Source: an optimization exercise on an open RTL-to-GDS flow (aim: small area). Production flows keep margins and buffers that such runs may drop.
In this exercise RTL edits were held to simulation tests only and were not proved equivalent to the original.
Power is estimated from default activity; no workload was simulated.

`design/flow/config.mk`:
```
export PLATFORM = sky130hd
export DESIGN_NAME = reorder_buffer
export DESIGN_NICKNAME = reorder_buffer
export VERILOG_FILES = /design/flow/design.v
export SDC_FILE = /design/flow/constraint.sdc
export NUM_CORES = 4
export LEC_CHECK = 0
export CAP_MARGIN = 20
export CORE_MARGIN = 2
export CORE_UTILIZATION = 40
export SLEW_MARGIN = 20
```
`design/flow/constraint.sdc`:
```
create_clock -name core_clock -period 5.5 [get_ports {clockIn}]
set_input_delay 1.1000 -clock core_clock [delete_from_list [all_inputs] [get_ports {clockIn}]]
set_output_delay 1.1000 -clock core_clock [all_outputs]
set_load 0.01 [all_outputs]
```
`design/flow/design.v`:
```
module reorder_buffer #(
   parameter int unsigned ROB_WIDTH = 4
) (
   input  logic                 clockIn,
   input  logic                 resetIn,
   input  logic                 issueValid,
   input  logic [1:0]           issueType,
   input  logic [4:0]           issueDest,
   input  logic                 issueReady,
   input  logic [31:0]          issueValue,
   output logic [ROB_WIDTH-1:0] issueRobId,
   output logic                 robFull,
   input  logic                 cdbValid,
   input  logic [ROB_WIDTH-1:0] cdbRobId,
   input  logic [31:0]          cdbValue,
   input  logic                 cdbMispredict,
   input  logic [31:0]          cdbTarget,
   input  logic [ROB_WIDTH-1:0] robRs1Dep,
   output logic                 robRs1Ready,
   output logic [31:0]          robRs1Value,
   input  logic [ROB_WIDTH-1:0] robRs2Dep,
   output logic                 robRs2Ready,
   output logic [31:0]          robRs2Value,
   output logic                 regUpdateValid,
   output logic [4:0]           regUpdateDest,
   output logic [31:0]          regUpdateValue,
   output logic [ROB_WIDTH-1:0] regUpdateRobId,
   output logic                 storeCommitValid,
   output logic [ROB_WIDTH-1:0] storeCommitRobId,
   output logic                 clearOut,
   output logic [31:0]          clearPc
);
   localparam int unsigned DEPTH = 1 << ROB_WIDTH;
   localparam int unsigned CNT_W = ROB_WIDTH + 1;
   localparam logic [1:0] TYPE_REG    = 2'd0;
   localparam logic [1:0] TYPE_STORE  = 2'd1;
   localparam logic [1:0] TYPE_BRANCH = 2'd2;
   localparam logic [1:0] TYPE_RSVD   = 2'd3;
   logic [ROB_WIDTH-1:0] head_q, tail_q;
   logic [CNT_W-1:0]     count_q;
   logic [DEPTH-1:0]     busy_q, ready_q, misp_q;
   logic [1:0]           type_q   [DEPTH];
   logic [4:0]           dest_q   [DEPTH];
   logic [31:0]          value_q  [DEPTH];
   logic [31:0]          target_q [DEPTH];
   logic       commit_c, flush_c, issue_c, cdb_hit_c;
   logic [1:0] issue_type_c;
   assign robFull    = (count_q == CNT_W'(DEPTH));
   assign issueRobId = tail_q;
   always_comb begin
      commit_c     = busy_q[head_q] && ready_q[head_q];
      flush_c      = commit_c && (type_q[head_q] == TYPE_BRANCH) && misp_q[head_q];
      issue_c      = issueValid && !robFull && !clearOut;
      cdb_hit_c    = cdbValid && busy_q[cdbRobId];
      issue_type_c = (issueType == TYPE_RSVD) ? TYPE_REG : issueType;
   end
   always_comb begin
      robRs1Ready = ready_q[robRs1Dep];
      robRs1Value = value_q[robRs1Dep];
      robRs2Ready = ready_q[robRs2Dep];
      robRs2Value = value_q[robRs2Dep];
      if (cdbValid && (cdbRobId == robRs1Dep)) begin
         robRs1Ready = 1'b1;
         robRs1Value = cdbValue;
      end
      if (cdbValid && (cdbRobId == robRs2Dep)) begin
         robRs2Ready = 1'b1;
         robRs2Value = cdbValue;
      end
   end
   always_ff @(posedge clockIn) begin
      if (cdb_hit_c && !flush_c) begin
         value_q[cdbRobId]  <= cdbValue;
         target_q[cdbRobId] <= cdbTarget;
      end
      if (issue_c && !flush_c) begin
         type_q[tail_q]  <= issue_type_c;
         dest_q[tail_q]  <= issueDest;
         value_q[tail_q] <= issueValue;
      end
   end
   always_ff @(posedge clockIn or negedge resetIn) begin
      if (!resetIn) begin
         head_q           <= '0;
         tail_q           <= '0;
         count_q          <= '0;
         busy_q           <= '0;
         ready_q          <= '0;
         misp_q           <= '0;
         regUpdateValid   <= 1'b0;
         regUpdateDest    <= '0;
         regUpdateValue   <= '0;
         regUpdateRobId   <= '0;
         storeCommitValid <= 1'b0;
         storeCommitRobId <= '0;
         clearOut         <= 1'b0;
         clearPc          <= '0;
      end else begin
         regUpdateValid   <= 1'b0;
         storeCommitValid <= 1'b0;
         clearOut         <= 1'b0;
         if (flush_c) begin
            busy_q   <= '0;
            ready_q  <= '0;
            misp_q   <= '0;
            head_q   <= '0;
            tail_q   <= '0;
            count_q  <= '0;
            clearOut <= 1'b1;
            clearPc  <= target_q[head_q];
         end else begin
            if (cdb_hit_c) begin
               ready_q[cdbRobId] <= 1'b1;
               misp_q[cdbRobId]  <= cdbMispredict;
            end
            if (commit_c) begin
               busy_q[head_q]  <= 1'b0;
               ready_q[head_q] <= 1'b0;
               head_q          <= head_q + ROB_WIDTH'(1);
               if ((type_q[head_q] == TYPE_REG) && (dest_q[head_q] != 5'd0)) begin
                  regUpdateValid <= 1'b1;
                  regUpdateDest  <= dest_q[head_q];
                  regUpdateValue <= value_q[head_q];
                  regUpdateRobId <= head_q;
               end
               if (type_q[head_q] == TYPE_STORE) begin
                  storeCommitValid <= 1'b1;
                  storeCommitRobId <= head_q;
               end
            end
            if (issue_c) begin
               busy_q[tail_q]  <= 1'b1;
               ready_q[tail_q] <= issueReady;
               misp_q[tail_q]  <= 1'b0;
               tail_q          <= tail_q + ROB_WIDTH'(1);
            end
            count_q <= count_q + CNT_W'(issue_c) - CNT_W'(commit_c);
         end
      end
   end
endmodule
```
`design/flow/run.sh`:
```
#!/bin/bash
# synth_recipe.tcl (not shown) runs the flow's synth.tcl, then flattens the netlist and writes it again
# the make line also repeats each setting of config.mk as NAME=value (left out here)
make -C /OpenROAD-flow-scripts/flow DESIGN_CONFIG=/design/flow/config.mk WORK_HOME=/design/flow/orfs CLKGATE_MAP_FILE= SYNTH_SCRIPT=/design/flow/synth_recipe.tcl finish
```
==> notes.md <==
final timing paths:
kind | slack [ns] | start | to
max | 0.44 | cdbRobId[3] | robRs1Value[28]
min | 0.42 | resetIn | clearOut$_DFF_PN0_
max reg2reg | 1.04 | head_q[0]$_DFFE_PN0P_ | value_q[13][7]$_DFFE_PP_
min reg2reg | 0.51 | regUpdateValue[8]$_DFFE_PN0P_ | regUpdateValue[8]$_DFFE_PN0P_
max in group asynchronous | 3.91 | resetIn | regUpdateValue[6]$_DFFE_PN0P_
min in group core_clock | 0.51 | regUpdateValue[8]$_DFFE_PN0P_ | regUpdateValue[8]$_DFFE_PN0P_
stage by stage:
stage	cells	instance area (um^2)	total power [mW]	hold slack [ns]
CTS	5992	76490	33.63	0.4431
floorplan	3452	65550	19.65	0.4935
global placement	5719	71420	23.60	0.4876
detailed placement	5721	71480	23.65	0.4955
finish	5997	76500	33.42	0.4227
global route	5992	76490	34.65	0.4647
cell type report:
cell class	count	area (um^2)
fill	13620	86270
sequential	1277	37650
multi-input combinational	1804	26470
timing repair buffer	419	4458
clock buffer	194	3963
tap	2175	2721
clock inverter	77	1044
inverter	46	178.9
antenna	5	12.51
synth_stat cells (4+ instances only):
library cell  number  area share
a2bb2oi_1          5     0.00067
a21oi_1           28      0.0021
and3_1            10     0.00095
ha_1              23      0.0044
nor4_1             5     0.00048
nor3b_1            5     0.00057
o22ai_1            6     0.00057
o211ai_1           4     0.00046
nand2_1           65      0.0037
dfrtp_1          141       0.054
nor3_1            13     0.00099
xor2_1            10      0.0013
a31oi_1            5     0.00048
mux2_1            28      0.0048
xnor2_1            9      0.0012
and2_1             9     0.00086
nand3b_1           5     0.00057
edfxtp_1        1136        0.52
mux4_2           677        0.23
nor2b_1           10     0.00095
o2111ai_4         11      0.0044
nor2_1            58      0.0033
buf_4             16      0.0018
a22o_1             4     0.00053
mux2_2           630        0.11
a22oi_1            5     0.00057
buf_6             43      0.0074
o21ai_0           35      0.0027
mux2i_1           14      0.0021
a31o_2             9      0.0012
nand3_1           33      0.0025
a211oi_1          12      0.0014
buf_2             34      0.0026
a311oi_1          10      0.0013
nand2b_1           4     0.00038
clkbuf_1         166      0.0095
inv_1             44      0.0025
mux4_1            10      0.0040
buf_1             66      0.0038
layout by cell type, fill, tap and decap left out, drive strengths merged, types with 38 or more instances in the layout:
master,n
clkbuf,195
dfrtp,141
inv,47
o21ai,38
mux2,658
clkdlybuf4s50,262
buf,156
nand2,66
nor2,58
clkinv,59
edfxtp,1136
mux4,687
registers in the layout, indices dropped and copies added (netlist names):
| register | count |
|---|---|
| target_q | 512 |
| value_q | 512 |
| dest_q | 80 |
| clearPc | 32 |
| regUpdateValue | 32 |
| type_q | 32 |
| busy_q | 16 |
| misp_q | 16 |
| ready_q | 16 |
| count_q | 5 |
| regUpdateDest | 5 |
| head_q | 4 |
| regUpdateRobId | 4 |
| storeCommitRobId | 4 |
| tail_q | 4 |
| clearOut | 1 |
| regUpdateValid | 1 |
| storeCommitValid | 1 |
critical path: cells and delay by family:
family / cells / cell delay (ns)
buffers and inverters: 3 / 1.79
muxes: 1 / 0.46
and+or+nand+nor: 1 / 0.40
xor gates and xnor gates: 1 / 0.16
cell families (layout without fill, tap and decap cells):
kind of cell,count (synthesis),after routing,synth area share
flip-flops,1277,1277,0.5742
AO/OA/AOI/OAI,168,168,0.02165
buffers and inverters,371,736,0.02773
adder cells (fa/ha/maj),24,24,0.004695
other,0,5,0
AND/OR/NAND/NOR,234,234,0.01741
multiplexers,1359,1359,0.3518
XOR/XNOR,19,19,0.002539
report_power, final:
group	switching, mW	internal (mW)
logic	5.58	5.32
clock network	4.29	5.71
registers	0.785	11.7
metal layers:
layer  share of wire  vias up
met5          0.0011        -
met4           0.025       36
met3           0.088      358
met2            0.48     1741
met1            0.41    20140
li1                -    15050
==> notes.md <==
run status=complete, no violations; drt drc=0; routed vias=approximately 37000; post-cts resize count=0; Nets=roughly 3800; Setup WS post-layout=0.4420 ns; met2 GRT Util=0.3827; number of buffers created by CTS=145; post-CTS setup buffer count=0; slowest stage delay, CP=0.95 ns; post-layout minimum cycle time=5.058 ns; Clock Sinks=1277; Routed Antenna Nets=0; Clk Latency, worst-skew pair=0.81 ns; Routed WL=200800 um; busiest grt layer=met2; drt wl/cell=33.49 um; Post-synth EDFFs=1136; pins over their slew limit=0; Clock Root Buffer=clkbuf_16; Rows=around 150; GP Congestion=0.8853; RSZ-0062 raised after global routing=false; CTS H-tree lvls=4; Synth cell types=70; crit-path max FO=33; Final Cycle Share=0.9196; GR Util All Layers=0.2390; #FFs+latches synth=1277; CTS max path bufs=3; Ports=272; DR pass1 iterations=5; CTS tree=done; Final Util=0.4700; crit-path most repeated cell=clkdlybuf4s50_1; initial drt markers=3978; Synth Cell Area=65550 um^2; Final Hold Vio Count=0; pin count of the biggest net entering global routing=86; post-synthesis cell count=3452; FF-to-FF path depth=9; effective utilization at floorplan=0.4027; met3 usage in global routing=0.05884; Post-synth top flop=edfxtp_1; Seq/Total Area, Yosys=0.5742; Clock Pin Slew Worst Setup and Hold Paths=roughly 0.06 ns; CP cell instances=clkdlybuf4s50_1, xor2_1, nor4_2, buf_12, mux2_2, clkdlybuf4s50_1; die height=408.8 um; M1 GR Usage=0.3258; Power Density=436.8 nW/um^2; Mapped Nets=approximately 3600; CP arrival=a little under 4 ns; initial antenna violation count=26; total grt overflow=0; Place WS=0.4735 ns; crit start category=primary input; peak supply drop=0.4003 mV; Critical Setup Path Class=in -> out; Ys Warns=1; Vias/cell=6.223; slew of the pin with the lowest slew margin=1.095 ns; Max stage delay cell, worst path=clkdlybuf4s50_1; Fmax=about 200 MHz; asr flop ratio synth=0.1104; Slew headroom=0.2701; hold-fix buffers at CTS=0; DP Wirelength=117400 um; mean post-synth cell area=between 15 and 20 um^2; layout cells sized above 1=0.4637; setup TNS=0 ns; Syn-to-layout area delta=16.70%; clock skew=0.06158 ns; Die Area=167100 um^2; P_leak=24.95 nW; max-cap violation count=0; CP required=4.40 ns; Core Area=roughly 160000 um^2; HP Class=in -> async; Worst setup EP type=output pin; port buffer count=271; global-route wire length before repair=286700 um; number of global-route vias before repair=37930; Die X=slightly above 400 um; count of final setup violators=0

[separate check: timing with driven ports]
How much do the figures lean on ideal ports? The routed layout below was timed once more, with nothing changed but the port constraints. Step 1 (the two cells are an assumption about what drives the block):
set clk [get_ports {clockIn}]
set_driving_cell -lib_cell sky130_fd_sc_hd__clkbuf_16 $clk
set_driving_cell -lib_cell sky130_fd_sc_hd__buf_2 [delete_from_list [all_inputs] $clk]
Step 2 moves the port delays by t, midway between the first and last clock arrival at a register: inputs arrive t later, outputs are due t later. That takes back most of the time a late clock gives input paths. Slacks: ideal ports / drivers / drivers and shift; pairs: ideal ports / drivers.
t, ns: 0.869
slack for setup (ns): 0.442 / 0.414 / 0.414
hold WS [ns]: 0.423 / 0.376 / 0.506
worst setup path at the end: input to output
clock arrival spread, ns: 0.068 / 0.068
After both steps this run still meets setup and hold. The setup slack of this run moves by -0.028 ns with the drivers and by -0.028 ns with both steps.
